Context: an optimization exercise on an open-source flow, tuned for small area, a short achievable clock period and few clock cycles per item. The choices shown serve that exercise and are no tape-out recipe. At most, simulation tests tie the RTL to the original design; equivalence was not proved. No activity file was given, so power comes from the tool's default toggle rates.

Setup of T:
Design execute_top, start of the top module:
module execute_top (
    input  logic        clk,
    input  logic        rst,
    input  logic        flush,
    input  logic        alu_issue,
    input  logic [6:0]  alu_op_code,
    input  logic [2:0]  alu_funct3,
    input  logic [6:0]  alu_funct7,
    input  logic [31:0] alu_imm,
    input  logic [31:0] alu_pc,
    input  logic [31:0] alu_rs1,
    input  logic [31:0] alu_rs2,
    input  logic [5:0]  alu_pd,
    input  logic [4:0]  alu_rd,
    input  logic [4:0]  alu_rob,
    input  logic        alu_pred_taken,
    input  logic [31:0] alu_btb_pc_next,
    input  logic        mul_issue,
    input  logic [2:0]  mul_funct3,
    input  logic [31:0] mul_rs1,
    input  logic [31:0] mul_rs2,
    input  logic [5:0]  mul_pd,
    input  logic [4:0]  mul_rd,
    input  logic [4:0]  mul_rob,
    input  logic [31:0] mul_pc,
    output logic        mul_ready,
    output logic        alu_wb_valid,
    output logic [31:0] alu_pv,
    output logic [5:0]  alu_wb_pd,
    output logic [4:0]  alu_wb_rd,
    output logic [31:0] alu_wb_pc,
    output logic [4:0]  alu_wb_rob,
    output logic [31:0] alu_pc_next,
    output logic        alu_update_pc_next,
    output logic        alu_branch_taken,
    output logic        mul_wb_valid,
    output logic [31:0] mul_pv,
    output logic [5:0]  mul_wb_pd,
    output logic [4:0]  mul_wb_rd,
    output logic [31:0] mul_wb_pc,
    output logic [4:0]  mul_wb_rob
);
    exec_pkg::issue_entry_t alu_entry;
    exec_pkg::issue_entry_t mul_entry;
    exec_pkg::exec_result_t alu_result;
    exec_pkg::exec_result_t mul_result;
    always_comb begin
        alu_entry             = '0;
        alu_entry.op_code     = exec_pkg::opcode_e'(alu_op_code);
        alu_entry.funct3      = alu_funct3;
        alu_entry.funct7      = alu_funct7;
        alu_entry.imm         = alu_imm;
  ...
Size: roughly 6500 cells after synthesis, roughly 510 I/O pins, ~52000 um^2 of cells after synthesis.
Settings: LEC_CHECK=0, ABC_AREA=1, CAP_MARGIN=20, CORE_MARGIN=2, CORE_UTILIZATION=40, SLEW_MARGIN=60; clock period 10.0 ns.
standard.sh (not shown) runs the stock make flow with config.mk's settings and CLKGATE_MAP_FILE= SYNTH_SCRIPT=/design/flow/synth_recipe.tcl, a recipe that flattens the netlist after the stock synthesis.
==> flow/flow/run.sh <==
#!/bin/bash
set -o pipefail
export SETUP_SLACK_MARGIN=6
export BUFFER_PORTS_ARGS="-buffer_cell sky130_fd_sc_hd__buf_2"
bash standard.sh > standard.log 2>&1
> inputs changed (T -> S)
Settings: CTS_BUF_LIST newly set to sky130_fd_sc_hd__clkbuf_8; CTS_CLUSTER_SIZE newly set to 25.
==> notes.md <==
On area taken by flip-flops and latches, T and S are neck and neck. Summary — ratio of final minimum period to clock period, S relative to T: lower, by 0.74 points. Sort T and S by clock network fraction of total power desc -> top: T. Compared with T, in S number of multi-input combinational cells has remained practically unchanged, cell internal power dissipation now smaller. Taking T as the reference, in S final critical path time including I/O delays and setup fell by 0.074 ns; setup slack rose by 0.074 ns; number of inserted filler cells in the final layout rose by 0.58%; number of instances in the synthesized netlist stayed essentially flat; total power after layout fell by about 0.54%.
Function was not checked in any run of this note: the RTL went through the layout flow alone.

========
run A:
Another version of the RTL of execute_top (not shown whole).
Size: about 6300 cells after synthesis, ~630 flip-flops, about 510 I/O pins.
==> flow/config.mk <==
export PLATFORM = sky130hd
export DESIGN_NAME = execute_top
export DESIGN_NICKNAME = execute_top
export VERILOG_FILES = /design/flow/design.v
export SDC_FILE = /design/flow/constraint.sdc
export NUM_CORES = 4
export LEC_CHECK = 0
export ABC_AREA = 1
export CAP_MARGIN = 20
export CORE_MARGIN = 2
export CORE_UTILIZATION = 40
export CTS_BUF_LIST = sky130_fd_sc_hd__clkbuf_8
export CTS_CLUSTER_SIZE = 25
export SLEW_MARGIN = 60
export TNS_END_PERCENT = 10
==> flow/constraint.sdc <==
create_clock -name core_clock -period 10.0 [get_ports {clk}]
set_input_delay 2.0000 -clock core_clock [delete_from_list [all_inputs] [get_ports {clk}]]
set_output_delay 2.0000 -clock core_clock [all_outputs]
set_load 0.01 [all_outputs]
Scripts as last shown in full above: flow/flow/run.sh
Run A ended with every stage complete and zero timing, DRC or antenna violations.
Testbench counts of run A, summed over its fixed seeds: cycles 536, muls 512.
Edits applied to the flow inputs when going from run A to run B:
- TNS_END_PERCENT now 30, was 10
==> notes.md <==
On share of total power in combinational logic: between run B and run A, it ends up higher for run B. Going from run A to run B, the non-clock buffer count was found to have gone up by 20. Looking at fraction of cell area in non-clock buffers, run B sits above run A. Run B reports its launch point of the critical path as u_execute.u_booth_mul.m1_1[1] while run A reports alu_rs1[22]. The final design instance area without fill in run B sits about 0.6% above the value recorded for run A. Run B improves on run A in post-layout worst setup margin. Diff run A -> run B: final worst-path cycle share went down; total power went up; utilization went up; transition at the pin with the smallest max-transition slack went down.
diff inputs: run B => run C
==> flow/flow/run.sh <==
#!/bin/bash
set -o pipefail
export SETUP_SLACK_MARGIN=6.1
export BUFFER_PORTS_ARGS="-buffer_cell sky130_fd_sc_hd__buf_2"
bash standard.sh > standard.log 2>&1
Notes after the runs:
As far as area of the core goes, run C and run B are indistinguishable; the numbers are identical. Higher via count among run B and run C: run C. Going from run B to run C, sum of routed wire segments on met1 grew by a few percent. The final cell count was comparable across run B and run C. In the tables for run B and run C, signed area change from the synthesized netlist to the final layout reads higher with run C. Against run B, met2 routed wirelength in run C rose slightly. Run C has more setup slack than run B. Run C vs run B — total non-filler cell area in the finished layout climbed slightly. Looking at run B and run C, the sequential fraction of design power is a wash. Mean routed wirelength per cell, run C vs run B: up by a few percent. As far as flip-flop and latch count goes, run C and run B are indistinguishable; the numbers are identical.

========
execute_top again, from the RTL that the note above started with.
clock: 10.0 ns
lec_check: 0
abc_area: 1
cap_margin: 20
core_margin: 2
core_utilization: 40
cts_buf_list: sky130_fd_sc_hd__clkbuf_8
cts_cluster_size: 25
slew_margin: 60
==> flow/flow/run.sh <==
#!/bin/bash
set -o pipefail
export SETUP_SLACK_MARGIN=6
export BUFFER_PORTS_ARGS="-buffer_cell sky130_fd_sc_hd__buf_2"
bash standard.sh > standard.log 2>&1
Testbench counts at the start, summed over its fixed seeds: cycles 536, muls 512.
Rerun with:
Settings changed: SLEW_MARGIN 60 to 75, TNS_END_PERCENT set to 30.
Clock power goes down by about 3%; routed wire length goes down by about 5.5%; design area goes up by about 3%; clock-buffer cell count goes down by 4; via count goes down by 0.56%; utilization goes up by 1.4 points; area after synthesis stays the same; global-route usage goes down by 1.5 points; register-to-register slack gets worse by 0.11 ns; flip-flop and latch count stays the same.

==> afterwards: timing with drivers on the ports <==
How much do the figures lean on ideal ports? The routed layouts below were timed once more, with nothing changed but the port constraints. Step 1 assumes that a clkbuf_16 drives the clock port and a buf_2 every other input. Step 2, shift: input delay + t, output delay - t, t = (earliest + latest rising clock arrival at the registers) / 2. This alone moves slack from input paths to output paths. Three values: no drivers, after step 1, after step 2; two values: the first two.
run	t, ns	slack for setup (ns)	worst data-port slew with drivers (ns)	cell pins on the clock port's net
T	0.750	5.959 / 5.967 / 5.217	0.13	1
S	0.910	6.033 / 6.065 / 5.176	0.13	1
run A	0.937	5.923 / 5.925 / 4.988	0.12	1
run B	0.896	5.986 / 5.986 / 5.206	0.15	1
run C	0.905	6.004 / 6.025 / 5.152	0.15	1
the first run of note 3	0.897	6.025 / 5.961 / 5.063	0.16	1
the second run of note 3	0.901	5.997 / 5.990 / 5.089	0.14	1
After both steps setup and hold are still met in every run listed. For the first run of note 3, which loses most, drivers alone change the setup slack by -0.064 ns; drivers and shift together by -0.962 ns.
